This design comes from an exercise in tuning for small area and few clock cycles on the open sky130 flow, not from production work. At most, simulation tests tie the RTL to the original design; equivalence was not proved. Power is estimated from default activity; no workload was simulated.

==> flow/design.v <==
package rv_pkg;
  typedef enum logic [6:0] {
    OP     = 7'b0110011,
    OP_IMM = 7'b0010011,
    LUI    = 7'b0110111,
    AUIPC  = 7'b0010111,
    STORE  = 7'b0100011
  } opcode_e;
  typedef enum logic [2:0] {
    RES_ADD = 3'd0,   
    RES_SLT = 3'd1,
    RES_SLTU= 3'd2,
    RES_SHF = 3'd3,
    RES_XOR = 3'd4,
    RES_OR  = 3'd5,
    RES_AND = 3'd6
  } res_sel_e;
endpackage
`timescale 1ns/100ps
module fetch_stage (
  input  logic             clk,
  input  logic             rst_n,
  input  logic             fire,
  output logic [32-1:0] imem_addr,
  output logic [32-1:0] pc
);
  logic [32-1:2] pc_q;
  always_ff @(posedge clk) begin
    if (!rst_n) begin
      pc_q <= 32'h0000_0000 >> 2;
    end else if (fire) begin
      pc_q <= pc_q + 1'b1;
    end
  end
  assign pc        = {pc_q, 2'b00};
  assign imem_addr = pc;
endmodule
`timescale 1ns/100ps
module instr_decoder (
  input  logic [32-1:0]       instr,
  output logic [5-1:0] rs1,
  output logic [5-1:0] rs2,
  output logic                   reg_write,   
  output logic                   mem_write,   
  output logic                   a_zero,      
  output logic                   a_pc,        
  output logic                   b_reg,       
  output logic                   imm_u,       
  output logic                   sub,         
  output logic [2:0]             res_sel,
  output logic                   shf_left,
  output logic                   shf_arith
);
  logic [6:0] opcode;
  logic [2:0] funct3;
  logic       is_op, is_opi, is_lui, is_auipc, is_store, is_alu;
  assign opcode   = instr[6:0];
  assign funct3   = instr[14:12];
  assign is_op    = opcode == rv_pkg::OP;
  assign is_opi   = opcode == rv_pkg::OP_IMM;
  assign is_lui   = opcode == rv_pkg::LUI;
  assign is_auipc = opcode == rv_pkg::AUIPC;
  assign is_store = opcode == rv_pkg::STORE;
  assign is_alu   = is_op || is_opi;
  assign rs1       = instr[19:15];
  assign rs2       = instr[24:20];
  assign reg_write = is_alu || is_lui || is_auipc;
  assign mem_write = is_store;
  assign a_zero    = is_lui;
  assign a_pc      = is_auipc;
  assign b_reg     = is_op;
  assign imm_u     = is_lui || is_auipc;
  assign shf_left  = !funct3[2];
  assign shf_arith = instr[30];
  assign sub = is_alu && (funct3 == 3'b010 || funct3 == 3'b011 ||
                          (funct3 == 3'b000 && is_op && instr[30]));
  always_comb begin
    res_sel = rv_pkg::RES_ADD;
    if (is_alu) begin
      case (funct3)
        3'b000:  res_sel = rv_pkg::RES_ADD;
        3'b001:  res_sel = rv_pkg::RES_SHF;
        3'b010:  res_sel = rv_pkg::RES_SLT;
        3'b011:  res_sel = rv_pkg::RES_SLTU;
        3'b100:  res_sel = rv_pkg::RES_XOR;
        3'b101:  res_sel = rv_pkg::RES_SHF;
        3'b110:  res_sel = rv_pkg::RES_OR;
        default: res_sel = rv_pkg::RES_AND;
      endcase
    end
  end
endmodule
`timescale 1ns/100ps
module reg_file (
  input  logic                   clk,
  input  logic                   rst_n,
  input  logic [5-1:0] rs1,
  input  logic [5-1:0] rs2,
  input  logic                   we,
  input  logic [5-1:0] rd,
  input  logic [32-1:0]       wdata,
  output logic [32-1:0]       rs1_data,
  output logic [32-1:0]       rs2_data
);
  logic [32-1:0] regs [1:32-1];
  logic [32-1:0] wd;
  assign wd = rst_n ? wdata : '0;
  always_ff @(posedge clk) begin
    for (int i = 1; i < 32; i++) begin
      if (!rst_n || (we && rd == i)) begin
        regs[i] <= wd;
      end
    end
  end
  always_comb begin
    rs1_data = '0;
    rs2_data = '0;
    for (int i = 1; i < 32; i++) begin
      rs1_data = rs1_data | ({32{rs1 == i}} & regs[i]);
      rs2_data = rs2_data | ({32{rs2 == i}} & regs[i]);
    end
  end
endmodule
`timescale 1ns/100ps
module execute_stage (
  input  logic             clk,
  input  logic             rst_n,
  input  logic             load,        
  input  logic             hold,        
  input  logic [32-1:0] instr,
  input  logic [32-1:0] op_a_in,
  input  logic [32-1:0] rs2_in,
  input  logic             reg_write_in,
  input  logic             mem_write_in,
  input  logic             b_reg_in,
  input  logic             imm_u_in,
  input  logic             sub_in,
  input  logic [2:0]       res_sel_in,
  input  logic             shf_left_in,
  input  logic             shf_arith_in,
  output logic             ex_wr,       
  output logic             ex_store,    
  output logic [5-1:0] ex_rd,
  output logic [32-1:0] ex_rs2,
  output logic [32-1:0] result
);
  logic             valid;
  logic             reg_write, mem_write, b_reg, imm_u, sub, shf_left, shf_arith;
  logic [2:0]       res_sel;
  logic [32-1:7] ins;
  logic [32-1:0] op_a;
  logic [32-1:0] imm;
  logic [32-1:0] op_b;
  logic [32-1:0] b_inv;
  logic [32:0]   sum;
  logic             lt_u;
  logic             lt_s;
  logic [32-1:0] shf_in;
  logic [32-1:0] shf_out;
  logic [32-1:0] shf_res;
  always_ff @(posedge clk) begin
    if (!rst_n) begin
      valid <= 1'b0;
    end else if (!hold) begin
      valid <= load;
    end
  end
  always_ff @(posedge clk) begin
    if (!hold) begin
      reg_write <= reg_write_in;
      mem_write <= mem_write_in;
      b_reg     <= b_reg_in;
      imm_u     <= imm_u_in;
      sub       <= sub_in;
      res_sel   <= res_sel_in;
      shf_left  <= shf_left_in;
      shf_arith <= shf_arith_in;
      ins       <= instr[32-1:7];
      op_a      <= op_a_in;
      ex_rs2    <= rs2_in;
    end
  end
  assign ex_rd    = ins[11:7];
  assign ex_wr    = valid && reg_write && (ins[11:7] != '0);
  assign ex_store = valid && mem_write;
  always_comb begin
    if (mem_write)
      imm = {{20{ins[31]}}, ins[31:25], ins[11:7]};
    else if (imm_u)
      imm = {ins[31:12], 12'b0};
    else
      imm = {{20{ins[31]}}, ins[31:20]};
  end
  assign op_b  = b_reg ? ex_rs2 : imm;
  assign b_inv = sub ? ~op_b : op_b;
  assign sum   = {1'b0, op_a} + {1'b0, b_inv} + {{32{1'b0}}, sub};
  assign lt_u = !sum[32];
  assign lt_s = (op_a[32-1] ^ op_b[32-1]) ? op_a[32-1] : sum[32-1];
  always_comb begin
    for (int i = 0; i < 32; i++) begin
      shf_in[i] = shf_left ? op_a[32-1-i] : op_a[i];
    end
  end
  assign shf_out = $signed({shf_arith && !shf_left && shf_in[32-1], shf_in}) >>> op_b[4:0];
  always_comb begin
    for (int i = 0; i < 32; i++) begin
      shf_res[i] = shf_left ? shf_out[32-1-i] : shf_out[i];
    end
  end
  always_comb begin
    case (res_sel)
      rv_pkg::RES_SLT:  result = {{(32-1){1'b0}}, lt_s};
      rv_pkg::RES_SLTU: result = {{(32-1){1'b0}}, lt_u};
      rv_pkg::RES_SHF:  result = shf_res;
      rv_pkg::RES_XOR:  result = op_a ^ op_b;
      rv_pkg::RES_OR:   result = op_a | op_b;
      rv_pkg::RES_AND:  result = op_a & op_b;
      default:          result = sum[32-1:0];
    endcase
  end
endmodule
`timescale 1ns/100ps
module mem_stage (
  input  logic             clk,
  input  logic             rst_n,
  input  logic             push,
  input  logic [32-1:0] push_addr,
  input  logic [32-1:0] push_data,
  output logic             full_block,   
  output logic             dmem_valid,
  input  logic             dmem_good,
  output logic [32-1:0] dmem_addr,
  output logic [32-1:0] dmem_write_data
);
  assign full_block = dmem_valid && !dmem_good;
  always_ff @(posedge clk) begin
    if (!rst_n) begin
      dmem_valid <= 1'b0;
    end else if (push) begin
      dmem_valid <= 1'b1;
    end else if (dmem_good) begin
      dmem_valid <= 1'b0;
    end
  end
  always_ff @(posedge clk) begin
    if (push) begin
      dmem_addr       <= push_addr;
      dmem_write_data <= push_data;
    end
  end
endmodule
`timescale 1ns/100ps
module rv_core (
  input  logic             clk,
  input  logic             rst_n,
  output logic [32-1:0] imem_addr,
  output logic             imem_valid,
  input  logic             imem_good,
  input  logic [32-1:0] imem_instr,
  output logic             dmem_valid,
  input  logic             dmem_good,
  output logic [32-1:0] dmem_addr,
  output logic [32-1:0] dmem_write_data
);
  logic                   fire;
  logic                   hold;
  logic                   full_block;
  logic [32-1:0]       pc;
  logic [5-1:0] rs1, rs2;
  logic                   reg_write, mem_write;
  logic                   a_zero, a_pc, b_reg, imm_u, sub, shf_left, shf_arith;
  logic [2:0]             res_sel;
  logic [32-1:0]       rs1_data, rs2_data;
  logic [32-1:0]       rs1_fwd, rs2_fwd;
  logic [32-1:0]       op_a;
  logic                   ex_wr, ex_store;
  logic [5-1:0] ex_rd;
  logic [32-1:0]       ex_rs2;
  logic [32-1:0]       result;
  assign hold       = ex_store && full_block;
  assign imem_valid = rst_n && !hold;
  assign fire       = imem_valid && imem_good;
  fetch_stage u_fetch (
    .clk       (clk),
    .rst_n     (rst_n),
    .fire      (fire),
    .imem_addr (imem_addr),
    .pc        (pc)
  );
  instr_decoder u_decoder (
    .instr     (imem_instr),
    .rs1       (rs1),
    .rs2       (rs2),
    .reg_write (reg_write),
    .mem_write (mem_write),
    .a_zero    (a_zero),
    .a_pc      (a_pc),
    .b_reg     (b_reg),
    .imm_u     (imm_u),
    .sub       (sub),
    .res_sel   (res_sel),
    .shf_left  (shf_left),
    .shf_arith (shf_arith)
  );
  reg_file u_regs (
    .clk      (clk),
    .rst_n    (rst_n),
    .rs1      (rs1),
    .rs2      (rs2),
    .we       (ex_wr),
    .rd       (ex_rd),
    .wdata    (result),
    .rs1_data (rs1_data),
    .rs2_data (rs2_data)
  );
  assign rs1_fwd = (ex_wr && ex_rd == rs1) ? result : rs1_data;
  assign rs2_fwd = (ex_wr && ex_rd == rs2) ? result : rs2_data;
  assign op_a    = a_zero ? '0 : (a_pc ? pc : rs1_fwd);
  execute_stage u_execute (
    .clk          (clk),
    .rst_n        (rst_n),
    .load         (fire),
    .hold         (hold),
    .instr        (imem_instr),
    .op_a_in      (op_a),
    .rs2_in       (rs2_fwd),
    .reg_write_in (reg_write),
    .mem_write_in (mem_write),
    .b_reg_in     (b_reg),
    .imm_u_in     (imm_u),
    .sub_in       (sub),
    .res_sel_in   (res_sel),
    .shf_left_in  (shf_left),
    .shf_arith_in (shf_arith),
    .ex_wr        (ex_wr),
    .ex_store     (ex_store),
    .ex_rd        (ex_rd),
    .ex_rs2       (ex_rs2),
    .result       (result)
  );
  mem_stage u_mem (
    .clk             (clk),
    .rst_n           (rst_n),
    .push            (ex_store && !hold),
    .push_addr       (result),
    .push_data       (ex_rs2),
    .full_block      (full_block),
    .dmem_valid      (dmem_valid),
    .dmem_good       (dmem_good),
    .dmem_addr       (dmem_addr),
    .dmem_write_data (dmem_write_data)
  );
endmodule
export LEC_CHECK = 0
export CAP_MARGIN = 20
export CORE_MARGIN = 2
export CORE_UTILIZATION = 55
export SLEW_MARGIN = 20
create_clock -name core_clock -period 8.0 [get_ports {clk}]
run.sh (not shown) runs the stock make flow with config.mk's settings and CLKGATE_MAP_FILE= SYNTH_SCRIPT=/design/flow/synth_recipe.tcl, a recipe that flattens the netlist after the stock synthesis.
The baseline finished clean.
Testbench counts at the start, summed over its fixed seeds: cycles 12,246.
Edit:
--- a/flow/design.v
+++ b/flow/design.v
@@ -231,24 +231,40 @@
   input  logic             dmem_good,
   output logic [32-1:0] dmem_addr,
   output logic [32-1:0] dmem_write_data
 );
-  assign full_block = dmem_valid && !dmem_good;
+  localparam int D  = 1;
+  localparam int PW = (D > 1) ? $clog2(D) : 1;
+  logic [32-1:0] q_addr [D];
+  logic [32-1:0] q_data [D];
+  logic [PW-1:0]    head;
+  logic [PW-1:0]    tail;
+  logic [PW:0]      count;
+  logic             pop;
+  assign dmem_valid = count != '0;
+  assign pop        = dmem_valid && dmem_good;
+  assign full_block = (count == (PW+1)'(D)) && !dmem_good;
   always_ff @(posedge clk) begin
     if (!rst_n) begin
-      dmem_valid <= 1'b0;
-    end else if (push) begin
-      dmem_valid <= 1'b1;
-    end else if (dmem_good) begin
-      dmem_valid <= 1'b0;
+      head  <= '0;
+      tail  <= '0;
+      count <= '0;
+    end else begin
+      if (push) tail <= (D > 1) ? PW'(tail + 1'b1) : '0;
+      if (pop)  head <= (D > 1) ? PW'(head + 1'b1) : '0;
+      count <= count + (PW+1)'(push) - (PW+1)'(pop);
     end
   end
   always_ff @(posedge clk) begin
-    if (push) begin
-      dmem_addr       <= push_addr;
-      dmem_write_data <= push_data;
+    for (int i = 0; i < D; i++) begin
+      if (push && tail == PW'(i)) begin
+        q_addr[i] <= push_addr;
+        q_data[i] <= push_data;
+      end
     end
   end
+  assign dmem_addr       = q_addr[(D > 1) ? head : '0];
+  assign dmem_write_data = q_data[(D > 1) ? head : '0];
 endmodule
 `timescale 1ns/100ps
 module rv_core (
   input  logic             clk,
=> The changed run passed the timing, DRC and antenna checks; via count drops slightly; combinational power goes down slightly; die area fell slightly; routed wire length rises slightly; power shrinks slightly; count of clock-buffer cells in the layout came out higher by 4; worst setup slack improved by 0.17 ns; area after synthesis went down slightly; sequential power goes up slightly; sequential cell count increases by 1; first-iteration DRC count climbs by a few percent; final area shrinks slightly; worst hold slack degrades by 0.050 ns; global-route usage rose by 2.2 points.
No functional check of the RTL was part of the second run of this note.

## port drivers added, routing unchanged
Ports are ideal in the flow. The routed layouts listed here were re-timed in OpenROAD.
Step 1 assumes that a clkbuf_16 drives the clock port and a buf_2 every other input.
Step 2 times the ports against the registers' clock, not the clock port: input delays grow and output delays shrink by t, the midpoint of the rising clock arrivals with the driver on.
Slacks: no drivers / after step 1 / after step 2; pairs: no drivers / after step 1.
| run | t (ns) | setup slack, ns | latest minus earliest clock arrival (ns) | cell pins on the clock port's net |
|---|---|---|---|---|
| the first run | 0.813 | 1.296 / 1.296 / 1.296 | 0.050 / 0.050 | 1 |
| the second run | 0.817 | 1.470 / 1.470 / 1.470 | 0.050 / 0.050 | 1 |
After both steps setup and hold are still met in every run listed.
